What follows belongs to an exercise in optimizing a design on an open flow for small area, a short achievable clock period and few clock cycles per item; a production flow would make more cautious choices.
Only simulation tests tie the RTL to the original design; equivalence was not proved.

## flow/config.mk

```make
export PLATFORM = sky130hd
export DESIGN_NAME = polygon_bounds_and_area
export DESIGN_NICKNAME = polygon_bounds_and_area
export VERILOG_FILES = /design/flow/design.v
export SDC_FILE = /design/flow/constraint.sdc
export NUM_CORES = 4
export LEC_CHECK = 0
export CAP_MARGIN = 20
export CORE_MARGIN = 2
export CORE_UTILIZATION = 40
export SLEW_MARGIN = 20
```

## flow/constraint.sdc

```tcl
create_clock -name core_clock -period 10.0 [get_ports {clk}]
set_input_delay 2.0000 -clock core_clock [delete_from_list [all_inputs] [get_ports {clk}]]
set_output_delay 2.0000 -clock core_clock [all_outputs]
set_load 0.01 [all_outputs]
```

## flow/design.v

```verilog
package pba_pkg;
    localparam int FIELD_W     = 24;
    localparam int COUNT_OUT_W = 13;
    localparam int AREA_W      = 64;
    localparam int MIN_POLY_VERTICES = 3;
    localparam int QUEUE_DEPTH = 4;
    localparam int QPTR_W      = $clog2(QUEUE_DEPTH);
    localparam int QCNT_W      = $clog2(QUEUE_DEPTH + 1);
    localparam logic signed [AREA_W-1:0] AREA_MAX = {1'b0, {(AREA_W-1){1'b1}}};
    localparam logic signed [AREA_W-1:0] AREA_MIN = {1'b1, {(AREA_W-1){1'b0}}};
    typedef struct packed {
        logic signed [FIELD_W-1:0] x;
        logic signed [FIELD_W-1:0] y;
        logic                      last;
    } in_item_t;
    typedef struct packed {
        logic signed [AREA_W-1:0]  twice_area;
        logic signed [FIELD_W-1:0] min_x;
        logic signed [FIELD_W-1:0] min_y;
        logic signed [FIELD_W-1:0] max_x;
        logic signed [FIELD_W-1:0] max_y;
        logic [COUNT_OUT_W-1:0]    vertex_count;
        logic                      area_overflow;
    } out_item_t;
    typedef struct packed {
        logic              full;
        logic              empty;
        logic [QCNT_W-1:0] count;
    } q_status_t;
endpackage
module pba_queue
#(
    parameter int WIDTH = 32
)
(
    input  logic             clk,
    input  logic             rst_n,
    input  logic             push,
    input  logic [WIDTH-1:0] push_data,
    input  logic             pop,
    output logic [WIDTH-1:0] pop_data,
    output pba_pkg::q_status_t        status
);
    logic [WIDTH-1:0]  mem [pba_pkg::QUEUE_DEPTH];
    logic [pba_pkg::QPTR_W-1:0] wr_ptr_reg;
    logic [pba_pkg::QPTR_W-1:0] wr_ptr_next;
    logic [pba_pkg::QPTR_W-1:0] rd_ptr_reg;
    logic [pba_pkg::QPTR_W-1:0] rd_ptr_next;
    logic [pba_pkg::QCNT_W-1:0] count_reg;
    logic [pba_pkg::QCNT_W-1:0] count_next;
    always_comb
    begin
        wr_ptr_next = push ? wr_ptr_reg + 1'b1 : wr_ptr_reg;
        rd_ptr_next = pop ? rd_ptr_reg + 1'b1 : rd_ptr_reg;
        count_next  = count_reg;
        if (push && !pop)
        begin
            count_next = count_reg + 1'b1;
        end
        else if (pop && !push)
        begin
            count_next = count_reg - 1'b1;
        end
    end
    always_ff @(posedge clk or negedge rst_n)
    begin
        if (!rst_n)
        begin
            wr_ptr_reg <= '0;
            rd_ptr_reg <= '0;
            count_reg  <= '0;
        end
        else
        begin
            wr_ptr_reg <= wr_ptr_next;
            rd_ptr_reg <= rd_ptr_next;
            count_reg  <= count_next;
        end
    end
    always_ff @(posedge clk)
    begin
        if (push)
        begin
            mem[wr_ptr_reg] <= push_data;
        end
    end
    assign pop_data     = mem[rd_ptr_reg];
    assign status.full  = (count_reg == pba_pkg::QCNT_W'(pba_pkg::QUEUE_DEPTH));
    assign status.empty = (count_reg == '0);
    assign status.count = count_reg;
endmodule
module pba_front
#(
    parameter int COORD_BITS   = 24,
    parameter int MAX_VERTICES = 4096,
    parameter int CNT_W        = 13,
    localparam int ENTRY_W     = 6 * COORD_BITS + CNT_W + 6
)
(
    input  logic               clk,
    input  logic               rst_n,
    input  pba_pkg::in_item_t           in_data,
    input  logic               in_valid,
    output logic               in_ready,
    input  pba_pkg::q_status_t          q_status,
    output logic               push,
    output logic [ENTRY_W-1:0] entry
);
    typedef struct packed {
        logic signed [COORD_BITS:0]   a1;
        logic signed [COORD_BITS:0]   b1;
        logic signed [COORD_BITS:0]   a2;
        logic signed [COORD_BITS:0]   b2;
        logic signed [COORD_BITS-1:0] x;
        logic signed [COORD_BITS-1:0] y;
        logic                         is_first;
        logic                         last;
        logic [CNT_W-1:0]             count;
    } entry_t;
    localparam logic [CNT_W-1:0] COUNT_MAX = CNT_W'(MAX_VERTICES);
    logic [CNT_W-1:0]             count_reg;
    logic [CNT_W-1:0]             count_next;
    logic signed [COORD_BITS-1:0] first_x_reg;
    logic signed [COORD_BITS-1:0] first_y_reg;
    logic signed [COORD_BITS-1:0] prev_x_reg;
    logic signed [COORD_BITS-1:0] prev_y_reg;
    logic [COORD_BITS+pba_pkg::FIELD_W-1:0] ext_x;
    logic [COORD_BITS+pba_pkg::FIELD_W-1:0] ext_y;
    logic signed [COORD_BITS-1:0]  cx;
    logic signed [COORD_BITS-1:0]  cy;
    logic signed [COORD_BITS-1:0]  fx;
    logic signed [COORD_BITS-1:0]  fy;
    logic [CNT_W-1:0]              count_inc;
    logic                          is_first;
    entry_t                        e;
    assign in_ready = !q_status.full;
    assign push     = in_valid && in_ready;
    always_comb
    begin
        ext_x     = {{COORD_BITS{1'b0}}, in_data.x};
        ext_y     = {{COORD_BITS{1'b0}}, in_data.y};
        cx        = signed'(ext_x[COORD_BITS-1:0]);
        cy        = signed'(ext_y[COORD_BITS-1:0]);
        is_first  = (count_reg == '0);
        fx        = is_first ? cx : first_x_reg;
        fy        = is_first ? cy : first_y_reg;
        count_inc = (count_reg == COUNT_MAX) ? count_reg : count_reg + 1'b1;
        e.a1       = is_first ? '0 : {cy[COORD_BITS-1], cy} + {prev_y_reg[COORD_BITS-1], prev_y_reg};
        e.b1       = is_first ? '0 : {cx[COORD_BITS-1], cx} - {prev_x_reg[COORD_BITS-1], prev_x_reg};
        e.a2       = {fy[COORD_BITS-1], fy} + {cy[COORD_BITS-1], cy};
        e.b2       = {fx[COORD_BITS-1], fx} - {cx[COORD_BITS-1], cx};
        e.x        = cx;
        e.y        = cy;
        e.is_first = is_first;
        e.last     = in_data.last;
        e.count    = count_inc;
        count_next = count_reg;
        if (push)
        begin
            count_next = in_data.last ? '0 : count_inc;
        end
    end
    assign entry = e;
    always_ff @(posedge clk or negedge rst_n)
    begin
        if (!rst_n)
        begin
            count_reg <= '0;
        end
        else
        begin
            count_reg <= count_next;
        end
    end
    always_ff @(posedge clk)
    begin
        if (push)
        begin
            prev_x_reg <= cx;
            prev_y_reg <= cy;
            if (is_first)
            begin
                first_x_reg <= cx;
                first_y_reg <= cy;
            end
        end
    end
endmodule
module pba_back
#(
    parameter int COORD_BITS = 24,
    parameter int CNT_W      = 13,
    localparam int ENTRY_W   = 6 * COORD_BITS + CNT_W + 6
)
(
    input  logic               clk,
    input  logic               rst_n,
    input  pba_pkg::q_status_t          q_status,
    input  logic [ENTRY_W-1:0] pop_data,
    output logic               pop,
    output pba_pkg::out_item_t          out_data,
    output logic               out_valid,
    input  logic               out_ready
);
    typedef struct packed {
        logic signed [COORD_BITS:0]   a1;
        logic signed [COORD_BITS:0]   b1;
        logic signed [COORD_BITS:0]   a2;
        logic signed [COORD_BITS:0]   b2;
        logic signed [COORD_BITS-1:0] x;
        logic signed [COORD_BITS-1:0] y;
        logic                         is_first;
        logic                         last;
        logic [CNT_W-1:0]             count;
    } entry_t;
    localparam int PW = 2 * COORD_BITS + 2;
    localparam logic [CNT_W-1:0] COUNT_ENOUGH = CNT_W'(pba_pkg::MIN_POLY_VERTICES);
    function automatic logic signed [pba_pkg::AREA_W-1:0] widen(input logic signed [PW-1:0] p);
        widen = {{(pba_pkg::AREA_W-PW){p[PW-1]}}, p};
    endfunction
    function automatic logic [pba_pkg::AREA_W:0] sat_add(input logic signed [pba_pkg::AREA_W-1:0] acc,
                                                 input logic                     ovf,
                                                 input logic signed [pba_pkg::AREA_W-1:0] term);
        logic signed [pba_pkg::AREA_W-1:0] s;
        logic [pba_pkg::AREA_W:0]          r;
        s = acc + term;
        if (ovf)
        begin
            r = {1'b1, acc};
        end
        else if ((acc[pba_pkg::AREA_W-1] == term[pba_pkg::AREA_W-1]) && (s[pba_pkg::AREA_W-1] != acc[pba_pkg::AREA_W-1]))
        begin
            r = {1'b1, acc[pba_pkg::AREA_W-1] ? pba_pkg::AREA_MIN : pba_pkg::AREA_MAX};
        end
        else
        begin
            r = {1'b0, s};
        end
        sat_add = r;
    endfunction
    function automatic logic signed [pba_pkg::FIELD_W-1:0] to_field(input logic signed [COORD_BITS-1:0] v);
        logic [COORD_BITS+pba_pkg::FIELD_W-1:0] t;
        t = {{pba_pkg::FIELD_W{v[COORD_BITS-1]}}, v};
        to_field = signed'(t[pba_pkg::FIELD_W-1:0]);
    endfunction
    entry_t e;
    assign e = pop_data;
    logic                         m_valid_reg;
    logic                         m_valid_next;
    logic signed [PW-1:0]         m_prod1_reg;
    logic signed [PW-1:0]         m_prod2_reg;
    logic signed [COORD_BITS-1:0] m_x_reg;
    logic signed [COORD_BITS-1:0] m_y_reg;
    logic                         m_first_reg;
    logic                         m_last_reg;
    logic [CNT_W-1:0]             m_count_reg;
    logic signed [pba_pkg::AREA_W-1:0]     acc_sum_reg;
    logic                         acc_ovf_reg;
    logic signed [COORD_BITS-1:0] box_min_x_reg;
    logic signed [COORD_BITS-1:0] box_min_y_reg;
    logic signed [COORD_BITS-1:0] box_max_x_reg;
    logic signed [COORD_BITS-1:0] box_max_y_reg;
    logic                         f_valid_reg;
    logic                         f_valid_next;
    logic signed [pba_pkg::AREA_W-1:0]     f_sum_reg;
    logic                         f_ovf_reg;
    logic signed [PW-1:0]         f_term_reg;
    logic signed [COORD_BITS-1:0] f_min_x_reg;
    logic signed [COORD_BITS-1:0] f_min_y_reg;
    logic signed [COORD_BITS-1:0] f_max_x_reg;
    logic signed [COORD_BITS-1:0] f_max_y_reg;
    logic [CNT_W-1:0]             f_count_reg;
    logic      o_valid_reg;
    logic      o_valid_next;
    pba_pkg::out_item_t o_data_reg;
    pba_pkg::out_item_t o_data_next;
    logic m_consume;
    logic m_ready;
    logic f_ready;
    logic f_fire;
    logic o_ready;
    logic signed [pba_pkg::AREA_W-1:0]     base_sum;
    logic                         base_ovf;
    logic [pba_pkg::AREA_W:0]              acc_res;
    logic signed [COORD_BITS-1:0] nmin_x;
    logic signed [COORD_BITS-1:0] nmin_y;
    logic signed [COORD_BITS-1:0] nmax_x;
    logic signed [COORD_BITS-1:0] nmax_y;
    logic [pba_pkg::AREA_W:0]              fin_res;
    logic                         enough;
    logic [CNT_W+pba_pkg::COUNT_OUT_W-1:0] count_ext;
    assign o_ready   = !o_valid_reg || out_ready;
    assign f_fire    = f_valid_reg && o_ready;
    assign f_ready   = !f_valid_reg || o_ready;
    assign m_consume = m_valid_reg && (!m_last_reg || f_ready);
    assign m_ready   = !m_valid_reg || m_consume;
    assign pop       = !q_status.empty && m_ready;
    always_comb
    begin
        base_sum = m_first_reg ? '0 : acc_sum_reg;
        base_ovf = m_first_reg ? 1'b0 : acc_ovf_reg;
        acc_res  = sat_add(base_sum, base_ovf, widen(m_prod1_reg));
        if (m_first_reg)
        begin
            nmin_x = m_x_reg;
            nmax_x = m_x_reg;
            nmin_y = m_y_reg;
            nmax_y = m_y_reg;
        end
        else
        begin
            nmin_x = (m_x_reg < box_min_x_reg) ? m_x_reg : box_min_x_reg;
            nmax_x = (m_x_reg > box_max_x_reg) ? m_x_reg : box_max_x_reg;
            nmin_y = (m_y_reg < box_min_y_reg) ? m_y_reg : box_min_y_reg;
            nmax_y = (m_y_reg > box_max_y_reg) ? m_y_reg : box_max_y_reg;
        end
        fin_res   = sat_add(f_sum_reg, f_ovf_reg, widen(f_term_reg));
        enough    = (f_count_reg >= COUNT_ENOUGH);
        count_ext = {{pba_pkg::COUNT_OUT_W{1'b0}}, f_count_reg};
        o_data_next.twice_area    = enough ? signed'(fin_res[pba_pkg::AREA_W-1:0]) : '0;
        o_data_next.area_overflow = enough && fin_res[pba_pkg::AREA_W];
        o_data_next.min_x         = to_field(f_min_x_reg);
        o_data_next.min_y         = to_field(f_min_y_reg);
        o_data_next.max_x         = to_field(f_max_x_reg);
        o_data_next.max_y         = to_field(f_max_y_reg);
        o_data_next.vertex_count  = count_ext[pba_pkg::COUNT_OUT_W-1:0];
        m_valid_next = pop ? 1'b1 : (m_consume ? 1'b0 : m_valid_reg);
        f_valid_next = (m_consume && m_last_reg) ? 1'b1 : (f_fire ? 1'b0 : f_valid_reg);
        o_valid_next = f_fire ? 1'b1 : (out_ready ? 1'b0 : o_valid_reg);
    end
    always_ff @(posedge clk or negedge rst_n)
    begin
        if (!rst_n)
        begin
            m_valid_reg <= 1'b0;
            f_valid_reg <= 1'b0;
            o_valid_reg <= 1'b0;
        end
        else
        begin
            m_valid_reg <= m_valid_next;
            f_valid_reg <= f_valid_next;
            o_valid_reg <= o_valid_next;
        end
    end
    always_ff @(posedge clk)
    begin
        if (pop)
        begin
            m_prod1_reg <= e.a1 * e.b1;
            m_prod2_reg <= e.a2 * e.b2;
            m_x_reg     <= e.x;
            m_y_reg     <= e.y;
            m_first_reg <= e.is_first;
            m_last_reg  <= e.last;
            m_count_reg <= e.count;
        end
        if (m_consume)
        begin
            acc_sum_reg   <= signed'(acc_res[pba_pkg::AREA_W-1:0]);
            acc_ovf_reg   <= acc_res[pba_pkg::AREA_W];
            box_min_x_reg <= nmin_x;
            box_min_y_reg <= nmin_y;
            box_max_x_reg <= nmax_x;
            box_max_y_reg <= nmax_y;
            if (m_last_reg)
            begin
                f_sum_reg   <= signed'(acc_res[pba_pkg::AREA_W-1:0]);
                f_ovf_reg   <= acc_res[pba_pkg::AREA_W];
                f_term_reg  <= m_prod2_reg;
                f_min_x_reg <= nmin_x;
                f_min_y_reg <= nmin_y;
                f_max_x_reg <= nmax_x;
                f_max_y_reg <= nmax_y;
                f_count_reg <= m_count_reg;
            end
        end
        if (f_fire)
        begin
            o_data_reg <= o_data_next;
        end
    end
    assign out_data  = o_data_reg;
    assign out_valid = o_valid_reg;
endmodule
module polygon_bounds_and_area
#(
    parameter int MAX_VERTICES = 4096,
    parameter int COORD_BITS   = 24
)
(
    input  logic      clk,
    input  logic      rst_n,
    input  logic [48:0]  in_data,
    input  logic         in_valid,
    output logic         in_ready,
    output logic [173:0] out_data,
    output logic         out_valid,
    input  logic         out_ready
);
    pba_pkg::in_item_t  in_item;
    pba_pkg::out_item_t out_item;
    assign in_item  = in_data;
    assign out_data = out_item;
    localparam int CNT_W   = $clog2(MAX_VERTICES + 1);
    localparam int ENTRY_W = 6 * COORD_BITS + CNT_W + 6;
    pba_pkg::q_status_t          q_status;
    logic               push;
    logic               pop;
    logic [ENTRY_W-1:0] push_data;
    logic [ENTRY_W-1:0] pop_data;
    pba_front #(
        .COORD_BITS   (COORD_BITS),
        .MAX_VERTICES (MAX_VERTICES),
        .CNT_W        (CNT_W)
    ) u_front (
        .clk      (clk),
        .rst_n    (rst_n),
        .in_data  (in_item),
        .in_valid (in_valid),
        .in_ready (in_ready),
        .q_status (q_status),
        .push     (push),
        .entry    (push_data)
    );
    pba_queue #(
        .WIDTH (ENTRY_W)
    ) u_queue (
        .clk       (clk),
        .rst_n     (rst_n),
        .push      (push),
        .push_data (push_data),
        .pop       (pop),
        .pop_data  (pop_data),
        .status    (q_status)
    );
    pba_back #(
        .COORD_BITS (COORD_BITS),
        .CNT_W      (CNT_W)
    ) u_back (
        .clk       (clk),
        .rst_n     (rst_n),
        .q_status  (q_status),
        .pop_data  (pop_data),
        .pop       (pop),
        .out_data  (out_item),
        .out_valid (out_valid),
        .out_ready (out_ready)
    );
endmodule
```

## flow/run.sh

```bash
#!/bin/bash
# synth_recipe.tcl (not shown) runs the flow's synth.tcl, then flattens the netlist and writes it again
# the make line also repeats each setting of config.mk as NAME=value (left out here)
make -C /OpenROAD-flow-scripts/flow DESIGN_CONFIG=/design/flow/config.mk WORK_HOME=/design/flow/orfs CLKGATE_MAP_FILE= SYNTH_SCRIPT=/design/flow/synth_recipe.tcl finish
```

==> summary.md <==
| Metric | Value |
|---|---|
| RR Endpoint | `u_back.m_prod2_reg[42]` |
| Clock sinks | `1,493` |
| Mapped Area | `0.112 mm²` |
| Worst Hold Endpoint | `u_back.f_term_reg[3]` |
| H-tree lvl count | `4` |
| Worst-path fanout max | `15` |
| Layout Skew | `90.6 ps` |
| Largest net degree at the start of global routing | `128` |
| DIE WIDTH | `533 µm` |
| Post-CTS Hold Buffers | `0` |
| RSZ-0062 raised after global routing | `no` |
| Final wirelength | `303 mm` |
| Register area share after synthesis | `0.399` |
| Synth Register Bits | `1,493` |
| Most used cell, CP | `fa_1` |
| Max-Slew Margin vs Limit | `0.203` |
| Area leader, netlist | `edfxtp_1` |
| Primary FF master, synth | `edfxtp_1` |
| GP Congestion | `0.945` |
| Post-route ant nets | `0` |
| Synth top cells by count | `inv_1 (1,567), edfxtp_1 (1,470), fa_1 (1,323)` |
| Clock Pin Slew Worst Setup and Hold Paths | `60 ps` |
| Largest register FFs | `652` |
| Final setup vio count | `0` |
| Share of cells above drive strength 1 | `0.0881` |
| DRT Pass-1 Iters | `6` |
| Highest clock rate | `0.105 GHz` |
| CTS Buf Count | `167` |
| CTS tree | `done` |
| GRT overflow | `0` |
| Row count | `194` |
| Dpl cells | `13,300` |
| Area growth from synthesis to layout | `11.7%` |
| Via count | `72,000` |
| Critical Path AT | `10,030 ps` |
| Vias/cell | `5.27` |
| Hold path depth | `0` |
| Initial Util | `0.401` |
| CP Buf/Inv Count | `6` |
| DP Wirelength | `230 mm` |
| Routed len/inst | `22.2 µm` |
| Synth Instances | `9,531` |
| Tmin final | `9480 ps` |
| Synth warn | `3` |
| Top cells by area, synth | `edfxtp_1 (39%), fa_1 (24%), ha_1 (6.8%), inv_1 (5.3%), nand2_1 (3.1%)` |
| Fin crit share | `0.948` |
| Crit Path Class | `reg2reg` |
| Setup crit end kind | `flip-flop` |
| Setup repair bufs after CTS | `0` |
| Die height | `533 µm` |
| Post-cts resize count | `0` |
| PortBufs | `228` |
| HP Start | `u_back.m_prod2_reg[3]` |
| Core area | `0.279 mm²` |
| Crit-path max cell delay | `750 ps` |
| Ys async rst share | `0.0154` |
| Vias in the first global route | `77,400` |
| Layout Cells excl Fill | `13,700` |
| Critical path's top delay family | `adder cells` |
| Clk Latency, worst-skew pair | `870 ps` |
| Total GRT Usage | `0.215` |
| Max_cap viols | `0` |
| Post-synth EDFFs | `1,470` |
| Synth unique cells | `91` |
| CP startpoint | `u_queue.rd_ptr_reg[1]` |
| Worst-Margin Slew | `1190 ps` |
| Filler instances | `25,500` |
| Synth top area share | `0.394` |
| Status | `no timing/DRC/antenna violations` |
| Slew Viols, Final | `0` |
| Worst Path Required | `10,550 ps` |
| Root Driver | `clkbuf_16` |
| Post-synth net total | `11,500` |
| Maximum buffer depth of the clock tree | `4` |
| Crit path launch type | `flip-flop` |
| Antenna violations before repair | `20` |
| Final hold vios | `0` |
| Top-count cell post-synth | `inv_1` |
| DR iter-0 viols | `5,535` |
| Slowest cell on the critical path | `o21ai_0` |
| Syn Area/Cell | `11.7 µm²` |
| RR Startpoint | `u_queue.rd_ptr_reg[1]` |
| HP Class | `reg2reg` |
| Top-Level Pins | `229` |
| Die area | `0.284 mm²` |
| NumNets Final | `11,800` |
| First-pass GRT wire length | `468 mm` |
| Register-to-register path setup slack | `520 ps` |
| Reg2Reg Depth | `30` |
| DRC violations left | `0` |
| Setup TNS | `0 ps` |
cell families (layout without fill, tap and decap cells):
| logic type | after synthesis | count (layout) | synth area share |
|---|---|---|---|
| buf+inv | 1923 | 2316 | 0.0655 |
| xor+xnor | 317 | 317 | 0.0248 |
| fa+ha+maj | 1928 | 1928 | 0.304 |
| compound gates | 1269 | 1269 | 0.0733 |
| simple gates | 2215 | 2215 | 0.0861 |
| other cells | 0 | 7 | 0 |
| mux | 386 | 386 | 0.0467 |
| flops | 1493 | 1493 | 0.399 |
worst max path at each step:
stage               depth (start not counted)                endpoint  slack [ps]
floorplan                                   3      u_back.acc_ovf_reg        -540
global placement                           32  u_back.m_prod2_reg[46]         600
detailed placement                         32  u_back.m_prod2_reg[42]         360
CTS                                        32  u_back.m_prod2_reg[42]         290
global route                               32  u_back.m_prod2_reg[42]           2
finish                                     30  u_back.m_prod2_reg[42]         520
layout by cell type (no fill, tap or decap), types with 21 or more instances in the layout:
| master | netlist | final |
|---|---|---|
| nand2_1 | 917 | 916 |
| mux2_2 | 211 | 211 |
| xor2_1 | 123 | 123 |
| dfrtp_1 | 23 | 21 |
| o21bai_1 | 39 | 39 |
| clkinv_2 | 0 | 25 |
| xnor2_1 | 194 | 194 |
| o21a_1 | 96 | 96 |
| edfxtp_1 | 1470 | 1470 |
| nand2b_1 | 73 | 73 |
| mux2i_1 | 79 | 79 |
| clkdlybuf4s50_1 | 0 | 228 |
| ha_1 | 605 | 605 |
| buf_4 | 0 | 202 |
| nor2_1 | 743 | 741 |
| nor3_1 | 40 | 40 |
| o21ai_1 | 78 | 78 |
| inv_1 | 1567 | 1567 |
| clkbuf_1 | 298 | 26 |
| and2_1 | 85 | 84 |
| a21o_1 | 170 | 170 |
| a211oi_1 | 27 | 26 |
| o21ai_2 | 39 | 55 |
| mux4_2 | 87 | 87 |
| fa_1 | 1323 | 1322 |
| clkbuf_16 | 0 | 171 |
| nor2b_1 | 147 | 146 |
| a31oi_1 | 33 | 32 |
| a221oi_1 | 70 | 70 |
| and3_1 | 39 | 35 |
| clkinv_1 | 2 | 28 |
| a21oi_1 | 349 | 348 |
| o21ai_0 | 216 | 199 |
| nand4_1 | 48 | 48 |
| nand3_1 | 70 | 70 |
stage by stage:
step | util | hold slack (ps) | setup slack [ps] | cell area (µm²)
after floorplan | - | 400 | -542 | 112000
after detailed placement | 0.428 | 405 | 364 | 119000
final | 0.448 | 410 | 516 | 125000
after global placement | 0.428 | 403 | 597 | 119000
after CTS | 0.448 | 411 | 290 | 125000
after global routing | 0.448 | 413 | 2.05 | 125000
cell type report:
class,instances,area (µm²),share of cell area
well taps,3724,4660,0.0373
diodes,7,17.5,0.000140
inverters,1570,5900,0.0472
clock buffers,206,4500,0.0360
clock inverters,95,1040,0.00833
flip-flops and latches,1493,44700,0.358
multi-input cells,6115,60100,0.481
repair buffers,445,4080,0.0327
per-layer routing:
metal	track usage	routed length, µm
met1	0.284	128000
met2	0.362	146000
met3	0.0303	17800
met4	0.0739	11100
met5	0	80
Testbench counts, summed over its fixed seeds: cycles 24,102, vertices 24,070.

[afterwards: timing with drivers on the ports]
The flow's constraints put no driver on any port. The routed layout listed below was extracted and timed again, unchanged, in two steps.
Step 1 assumes that a clkbuf_16 drives the clock port and a buf_2 every other input.
Step 2, shift: input delay + t, output delay - t, t = (earliest + latest rising clock arrival at the registers) / 2. This alone moves slack from input paths to output paths.
Slacks: no drivers / after step 1 / after step 2; pairs: no drivers / after step 1.
t, ns: 0.923
setup slack, ns: 0.516 / 0.516 / 0.516
worst setup path at the end: register to register
pins driven straight from the clock port: 1
After both steps setup and hold are still met in this run. The setup slack of this run moves by 0.000 ns with the drivers and by 0.000 ns with both steps.
